This design comes from an exercise in tuning for small area, a short achievable clock period and few clock cycles per item on the open sky130 flow, not from production work. Function was checked by simulation only, so behaviour that the tests miss may differ from the original. No activity file was given, so power comes from the tool's default toggle rates.

wip/tundra:
## ising_metropolis_spin_update
module ising_metropolis_spin_update #(
  parameter int SIDE      = 32,
  parameter int PROB_BITS = 16
) (
  input  logic        clk,
  input  logic        rst_n,
  input  logic        in_tvalid,
  output logic        in_tready,
  input  logic [31:0] in_tdata,    
  input  logic [1:0]  in_tuser,    
  output logic        out_tvalid,
  input  logic        out_tready,
  output logic [39:0] out_tdata,   
  input  logic        cfg_we,
  input  logic        cfg_index,
  input  logic [15:0] cfg_wdata
);
export LEC_CHECK = 0
export ABC_CLOCK_PERIOD_IN_PS = 2500
export CAP_MARGIN = 20
export CORE_MARGIN = 2
export CORE_UTILIZATION = 55
export CTS_CLUSTER_DIAMETER = 90
export CTS_CLUSTER_SIZE = 25
export SETUP_SLACK_MARGIN = 5
export SLEW_MARGIN = 20
create_clock -name core_clock -period 9.0 [get_ports {clk}]
standard.sh (not shown) runs the stock make flow with config.mk's settings and CLKGATE_MAP_FILE= SYNTH_SCRIPT=/design/flow/synth_recipe.tcl, a recipe that flattens the netlist after the stock synthesis.
==> flow/flow/run.sh <==
#!/bin/bash
set -euo pipefail
bash standard.sh SETUP_SLACK_MARGIN=6 finish > standard_make.log 2>&1
The final layout from wip/tundra, which completed every stage, passed the timing, design-rule and antenna checks at the end of the flow.
Testbench counts of wip/tundra, summed over its fixed seeds: cycles 12,040, items 12,000.
Input-level comparison between wip/zinc and wip/tundra:
--- a/flow/design.v
+++ b/flow/design.v
@@ -332,35 +332,48 @@
       q_cnt <= q_cnt + 3'(q_push) - 3'(q_pop);
     end
   end
   logic                out_valid_r;
   logic [ENERGY_W-1:0] energy_r, energy_nxt;
   logic [MAG_W-1:0]    magnet_r, magnet_nxt;
   logic [10:0]         item_r;
   logic                h_flip, h_ns, h_acc;
   logic [2:0]          h_d;
   logic [4:0]          h_de;
   logic [3:0]          h_bond;
-  logic [2:0]          e_step;              
+  logic [ENERGY_W-3:0] e_hi, e_p1, e_p2, e_m1, e_m2;
+  logic [MAG_W-2:0]    m_hi, m_p1, m_m1;
   assign {h_flip, h_ns, h_d, h_acc} = q_head;
   assign h_bond = {h_d, 1'b0} - 4'd4;        
   assign h_de   = 5'd8 - {h_d, 2'b00};       
   assign q_pop  = (q_cnt != 3'd0) && (!out_valid_r || out_tready);
-  assign e_step = 3'd2 - h_d;
+  assign e_hi = energy_r[ENERGY_W-1:2];
+  assign e_p1 = e_hi + 1'b1;
+  assign e_p2 = e_hi + 2'd2;
+  assign e_m1 = e_hi - 1'b1;
+  assign e_m2 = e_hi - 2'd2;
+  assign m_hi = magnet_r[MAG_W-1:1];
+  assign m_p1 = m_hi + 1'b1;
+  assign m_m1 = m_hi - 1'b1;
   always_comb begin
     energy_nxt = energy_r;
     magnet_nxt = magnet_r;
     if (h_flip) begin
-      energy_nxt[ENERGY_W-1:2] = energy_r[ENERGY_W-1:2] +
-                                 {{(ENERGY_W - 5){e_step[2]}}, e_step};
-      magnet_nxt[MAG_W-1:1]    = magnet_r[MAG_W-1:1] + {{(MAG_W - 2){!h_ns}}, 1'b1};
+      case (h_d)
+        3'd0:    energy_nxt[ENERGY_W-1:2] = e_p2;
+        3'd1:    energy_nxt[ENERGY_W-1:2] = e_p1;
+        3'd3:    energy_nxt[ENERGY_W-1:2] = e_m1;
+        3'd4:    energy_nxt[ENERGY_W-1:2] = e_m2;
+        default: energy_nxt[ENERGY_W-1:2] = e_hi;
+      endcase
+      magnet_nxt[MAG_W-1:1] = h_ns ? m_p1 : m_m1;
     end
   end
   always_ff @(posedge clk) begin
     if (!rst_n) begin
       out_valid_r <= 1'b0;
       energy_r    <= E_RST[ENERGY_W-1:0];
       magnet_r    <= M_RST[MAG_W-1:0];
       item_r      <= '0;
     end else begin
       if (q_pop) begin
         out_valid_r <= 1'b1;
==> comparison <==
Max gate count after technology mapping across wip/zinc and wip/tundra: wip/zinc
Between wip/tundra and wip/zinc, the H-tree level count does not differ in any meaningful way.
Compared to wip/tundra, wip/zinc has HPWL after detailed placement 7.5% higher.
In wip/zinc relative to wip/tundra, power density over the cells had gone down by a few percent.
In wip/zinc, the part of the power in the clock network came out 0.8 points above the value in wip/tundra.
Compared with wip/tundra, wip/zinc shows a power dissipated by switching net loads that is about 2.5% lower.
wip/zinc vs wip/tundra, horizontal extent of the die went up by 0.38%.
Compared with wip/tundra, wip/zinc shows a higher path depth of the worst reg2reg path.
Cell with the biggest individual delay on the critical path = sky130_fd_sc_hd__dfxtp_4: wip/zinc; cell with the biggest individual delay on the critical path = sky130_fd_sc_hd__clkdlybuf4s50_1: wip/tundra
Between wip/tundra and wip/zinc, total power decreased.
Testbench counts of wip/zinc, summed over its fixed seeds: cycles 12,040, items 12,000.

ising_metropolis_spin_update, a different RTL version from the one above (not shown whole).
For scale: roughly 4300 cells after synthesis, ~1200 flip-flops, ~98 I/O pins.
==> flow/config.mk <==
export PLATFORM = sky130hd
export DESIGN_NAME = ising_metropolis_spin_update
export DESIGN_NICKNAME = ising_metropolis_spin_update
export VERILOG_FILES = /design/flow/design.v
export SDC_FILE = /design/flow/constraint.sdc
export NUM_CORES = 4
export LEC_CHECK = 0
export ABC_CLOCK_PERIOD_IN_PS = 2500
export CAP_MARGIN = 20
export CORE_MARGIN = 2
export CORE_UTILIZATION = 55
export CTS_CLUSTER_DIAMETER = 90
export CTS_CLUSTER_SIZE = 25
export SETUP_SLACK_MARGIN = 5
export SLEW_MARGIN = 20
==> flow/constraint.sdc <==
create_clock -name core_clock -period 9.0 [get_ports {clk}]
set_input_delay 1.8000 -clock core_clock [delete_from_list [all_inputs] [get_ports {clk}]]
set_output_delay 1.8000 -clock core_clock [all_outputs]
set_load 0.01 [all_outputs]
Scripts as last shown in full above: flow/flow/run.sh
Testbench counts at the start, summed over its fixed seeds: cycles 12,032, items 12,000.
Rerun with:
--- a/flow/design.v
+++ b/flow/design.v
@@ -314,33 +314,46 @@
     end
   end
   logic                out_valid_r;
   logic [ENERGY_W-1:0] energy_r, energy_nxt;
   logic [MAG_W-1:0]    magnet_r, magnet_nxt;
   logic [10:0]         item_r;
   logic                h_flip, h_ns, h_acc;
   logic [2:0]          h_d;
   logic [4:0]          h_de;
   logic [3:0]          h_bond;
-  logic [2:0]          e_step;              
+  logic [ENERGY_W-3:0] e_hi, e_p1, e_p2, e_m1, e_m2;
+  logic [MAG_W-2:0]    m_hi, m_p1, m_m1;
   assign {h_flip, h_ns, h_d, h_acc} = q_head;
   assign h_bond = {h_d, 1'b0} - 4'd4;        
   assign h_de   = 5'd8 - {h_d, 2'b00};       
   assign q_pop  = (q_cnt != 3'd0) && (!out_valid_r || out_tready);
-  assign e_step = 3'd2 - h_d;
+  assign e_hi = energy_r[ENERGY_W-1:2];
+  assign e_p1 = e_hi + 1'b1;
+  assign e_p2 = e_hi + 2'd2;
+  assign e_m1 = e_hi - 1'b1;
+  assign e_m2 = e_hi - 2'd2;
+  assign m_hi = magnet_r[MAG_W-1:1];
+  assign m_p1 = m_hi + 1'b1;
+  assign m_m1 = m_hi - 1'b1;
   always_comb begin
     energy_nxt = energy_r;
     magnet_nxt = magnet_r;
     if (h_flip) begin
-      energy_nxt[ENERGY_W-1:2] = energy_r[ENERGY_W-1:2] +
-                                 {{(ENERGY_W - 5){e_step[2]}}, e_step};
-      magnet_nxt[MAG_W-1:1]    = magnet_r[MAG_W-1:1] + {{(MAG_W - 2){!h_ns}}, 1'b1};
+      case (h_d)
+        3'd0:    energy_nxt[ENERGY_W-1:2] = e_p2;
+        3'd1:    energy_nxt[ENERGY_W-1:2] = e_p1;
+        3'd3:    energy_nxt[ENERGY_W-1:2] = e_m1;
+        3'd4:    energy_nxt[ENERGY_W-1:2] = e_m2;
+        default: energy_nxt[ENERGY_W-1:2] = e_hi;
+      endcase
+      magnet_nxt[MAG_W-1:1] = h_ns ? m_p1 : m_m1;
     end
   end
   always_ff @(posedge clk) begin
     if (!rst_n) begin
       out_valid_r <= 1'b0;
       energy_r    <= E_RST[ENERGY_W-1:0];
       magnet_r    <= M_RST[MAG_W-1:0];
       item_r      <= '0;
     end else begin
       if (q_pop) begin
The changed run finished with timing, DRC and antenna clean.
Routed wire length is higher slightly.
Worst setup slack gets worse by 0.036 ns.
Clock power stays flat.
Combinational power is higher by a few percent.
Die area is higher slightly.
Via count is higher slightly.
Total power is higher slightly.
Testbench counts after the change, summed over its fixed seeds: cycles 12,032, items 12,000.

==> afterwards: timing with drivers on the ports <==
No port has a modelled driver above. Below, the same layouts with a new extraction and two added sets of constraints.
Step 1 assumes that a clkbuf_16 drives the clock port and a buf_2 every other input.
Step 2 also shifts input and output timing later by t, the mid clock arrival at the registers, as if the neighbouring blocks saw the same clock.
a / b / c = ideal / step 1 / step 2; a / b = the first two.
run | shift t [ns] | setup slack, ns | clock arrival spread, ns
wip/tundra | 0.772 | 6.003 / 5.938 / 5.239 | 0.047 / 0.047
wip/zinc | 0.774 | 6.015 / 5.948 / 5.319 | 0.042 / 0.041
the first run of note 2 | 0.762 | 6.015 / 5.943 / 5.340 | 0.028 / 0.028
the second run of note 2 | 0.770 | 5.979 / 5.949 / 5.346 | 0.047 / 0.047
After both steps every run listed still meets setup and hold. The setup slack of wip/tundra, which loses most, moves by -0.065 ns with the drivers and by -0.764 ns with both steps.
